What follows belongs to an exercise in optimizing a design on an open flow for small area and a short achievable clock period; a production flow would make more cautious choices. At most, simulation tests tie the RTL to the original design; equivalence was not proved. No activity file was given, so power comes from the tool's default toggle rates.

== exp/yarrow ==
// coproc_top
module coproc_top (
  input  logic                CLOCK_50,
  input  logic                hps_fpga_reset_n,
  input  logic [word_w-1:0]   in_readdata,
  input  logic                in_waitrequest,
  output logic                in_read,
  output logic [word_w-1:0]   out_writedata,
  output logic                out_write,
  input  logic                out_waitrequest,
  input  logic [2:0]          reset_req,
  output logic                cold_reset,
  output logic                warm_reset,
  output logic                debug_reset,
  output logic [uptime_w-1:0] status_count,
  output logic [led_w-1:0]    ledr
);
  logic [uptime_w-1:0] uptime_q;    
  mult_pipe #(
    .stages (mult_stages)
  ) mult_inst (
    .CLOCK_50         (CLOCK_50),
    .hps_fpga_reset_n (hps_fpga_reset_n),
    .in_readdata      (in_readdata),
    .in_waitrequest   (in_waitrequest),
    .in_read          (in_read),
    .out_writedata    (out_writedata),
    .out_write        (out_write),
    .out_waitrequest  (out_waitrequest)
  );
  reset_req_fsm #(
    .pulse_ext (cold_pulse_ext)
  ) cold_req_inst (
    .CLOCK_50         (CLOCK_50),
    .hps_fpga_reset_n (hps_fpga_reset_n),
  ...
Size: about 1000 cells after synthesis, about 200 flip-flops, ~120 I/O pins, ~13000 µm² of cells after synthesis.
export LEC_CHECK = 0
export CAP_MARGIN = 20
export CORE_MARGIN = 2
export CORE_UTILIZATION = 60
export CTS_CLUSTER_DIAMETER = 150
export CTS_CLUSTER_SIZE = 30
export SETUP_SLACK_MARGIN = 3.7
export SLEW_MARGIN = 20
export SYNTH_HIERARCHICAL = 1
export TNS_END_PERCENT = 5
create_clock -name core_clock -period 6.8 [get_ports {CLOCK_50}]
standard.sh (not shown) runs the stock make flow with config.mk's settings and CLKGATE_MAP_FILE= SYNTH_SCRIPT=/design/flow/synth_recipe.tcl, a recipe that flattens the netlist after the stock synthesis.
==> flow/flow/run.sh <==
#!/bin/bash
# Layout flow: the standard ORFS flow, with two changes:
# - the port buffers that the placement step inserts are made from
#   sky130_fd_sc_hd__buf_1, which the timing repair may then resize, instead of
#   the delay-cell buffer the resizer picks;
# - the pins of the one combinational port-to-port path (in_waitrequest,
#   out_waitrequest -> in_read) are placed next to each other.
set -euo pipefail
bash standard.sh "BUFFER_PORTS_ARGS=-buffer_cell sky130_fd_sc_hd__buf_1" \
  "PLACE_PINS_ARGS=-group_pins {in_waitrequest out_waitrequest in_read}" \
  finish > orfs_make.log 2>&1
Input-level comparison between exp/pepper and exp/yarrow:
- swapping 30 for 24 in CTS_CLUSTER_SIZE
- clearing TNS_END_PERCENT, which used to be 5
- swapping 60 for 75 in CORE_UTILIZATION
- swapping 150 for 100 in CTS_CLUSTER_DIAMETER
==> flow/flow/run.sh <==
#!/bin/bash
# Layout flow: the standard ORFS flow, with the port buffers that the
# placement step inserts made from sky130_fd_sc_hd__buf_1, which the timing
# repair may then resize, instead of the delay-cell buffer the resizer picks.
set -euo pipefail
bash standard.sh "BUFFER_PORTS_ARGS=-buffer_cell sky130_fd_sc_hd__buf_1" finish > orfs_make.log 2>&1
Diff exp/pepper..exp/yarrow | register bit total from synthesis | unchanged
Going from exp/yarrow to exp/pepper, total sequential power did not really move; worst setup slack after layout went down.
In exp/pepper the non-clock buffer count turned out 32 higher than in exp/yarrow.
exp/pepper vs. exp/yarrow: relative contribution of sequential cells to total power went down by 1.6 points, final period demand of the worst path went up by 12 ps.
Setup changes, exp/pepper to exp/willow
- changing CTS_CLUSTER_SIZE from 24 to 30
- changing CORE_UTILIZATION from 75 to 65
- changing CTS_CLUSTER_DIAMETER from 100 to 150
==> comparison <==
exp/willow vs exp/pepper — utilization after layout dropped 12 points.
Looking at final clock period utilization by the worst path, exp/willow sits 0.42 points lower than exp/pepper does.
exp/willow ended with less total clock buffers created by CTS than exp/pepper.
Against exp/pepper, exp/willow comes in 0.77 points lower on relative area change from synthesis to final layout.
Looking at worst slew slack as a fraction of its limit, exp/willow sits 1.3 points above exp/pepper.
Relative to exp/pepper, combinational power decreased by about 5% in exp/willow.
Input-level comparison between exp/raven and exp/willow:
- an added TNS_END_PERCENT of 5
- a change of CORE_UTILIZATION from 65 to 60
Results
exp/raven completed; timing, DRC and antenna clean
Looking at area growth from synthesis to layout across exp/willow and exp/raven, the one that comes out lower is exp/raven.
Share of total power in sequential cells (exp/raven over exp/willow): increase, 1.5 points
exp/willow -> exp/raven: non-clock buffer count decreased by a little under 10%
Die area delta for exp/raven relative to exp/willow: 8.1% higher

Another version of the RTL of coproc_top (not shown whole).
Size in the first run: about 1100 cells after synthesis, roughly 190 flip-flops, roughly 120 I/O pins, ~13000 µm² of cells after synthesis.
==> flow/config.mk <==
export PLATFORM = sky130hd
export DESIGN_NAME = coproc_top
export DESIGN_NICKNAME = coproc_top
export VERILOG_FILES = /design/flow/design.v
export SDC_FILE = /design/flow/constraint.sdc
export NUM_CORES = 4
export LEC_CHECK = 0
export ABC_CLOCK_PERIOD_IN_PS = 3000
export CAP_MARGIN = 20
export CORE_MARGIN = 2
export CORE_UTILIZATION = 55
export SETUP_SLACK_MARGIN = 3.6
export SLEW_MARGIN = 20
export SYNTH_HIERARCHICAL = 1
==> flow/constraint.sdc <==
create_clock -name core_clock -period 6.8 [get_ports {CLOCK_50}]
set_input_delay 1.3600 -clock core_clock [delete_from_list [all_inputs] [get_ports {CLOCK_50}]]
set_output_delay 1.3600 -clock core_clock [all_outputs]
set_load 0.01 [all_outputs]
==> flow/flow/run.sh <==
#!/bin/bash
# Layout flow: the standard ORFS flow, with the port buffers that the
# placement step inserts made from sky130_fd_sc_hd__buf_1, which the timing
# repair may then resize, instead of the delay-cell buffer the resizer picks.
set -euo pipefail
bash standard.sh "BUFFER_PORTS_ARGS=-buffer_cell sky130_fd_sc_hd__buf_1" finish > orfs_make.log 2>&1
Then changed:
==> flow/run.sh (new file) <==
#!/bin/bash
# synth_recipe.tcl (not shown) runs the flow's synth.tcl, then flattens the netlist and writes it again
# the make line also repeats each setting of config.mk as NAME=value (left out here)
make -C /OpenROAD-flow-scripts/flow DESIGN_CONFIG=/design/flow/config.mk WORK_HOME=/design/flow/orfs CLKGATE_MAP_FILE= SYNTH_SCRIPT=/design/flow/synth_recipe.tcl finish
- SETUP_SLACK_MARGIN: 3.6 -> 3.5
removed: flow/flow/run.sh
removed: flow/standard.sh
Clock skew goes down by 0.0084 ns.
Area after synthesis does not change.
Worst setup slack is worse by 0.033 ns.
Then changed:
- SETUP_SLACK_MARGIN: 3.5 -> 3.7
=>
- clock skew goes up by 0.0068 ns
- utilization goes up by 1.7 points
- total power goes up by 1.7%
- worst setup slack gets better by 0.034 ns
- combinational power goes up by about 4%
- area after synthesis stays the same
- cell area goes up by 2.4%
- critical path depth goes up by 4
No functional check of the RTL was part of any run of this note.

-- re-timing with driven ports --
In the flow no input, the clock included, has a driving cell. The finished layouts below were timed again as built, in two steps.
Step 1 assumes that a clkbuf_16 drives the clock port and a buf_2 every other input.
Step 2 adds t to the input delays and takes it off the output delays; t is the mean of the earliest and latest rising clock arrival at the registers after step 1. Input paths then give back, and output paths get back, about the clock's delay inside the block.
a / b / c = no drivers / after step 1 / after step 2; a / b = the first two.
run | shift t [ns] | setup WS [ns] | worst register clock-pin slew, ns
exp/yarrow | 0.515 | 3.702 / 3.681 / 3.681 | 0.12 / 0.12
exp/pepper | 0.513 | 3.690 / 3.677 / 3.164 | 0.10 / 0.10
exp/willow | 0.516 | 3.719 / 3.696 / 3.692 | 0.12 / 0.12
exp/raven | 0.520 | 3.708 / 3.689 / 3.491 | 0.11 / 0.11
the first run of note 2 | 0.493 | 3.607 / 3.607 / 3.356 | 0.09 / 0.09
the second run of note 2 | 0.481 | 3.574 / 3.551 / 3.551 | 0.08 / 0.08
the third run of note 2 | 0.490 | 3.608 / 3.608 / 3.608 | 0.09 / 0.09
After both steps setup and hold are still met in every run listed. For exp/pepper, which loses most, drivers alone change the setup slack by -0.013 ns; drivers and shift together by -0.526 ns.
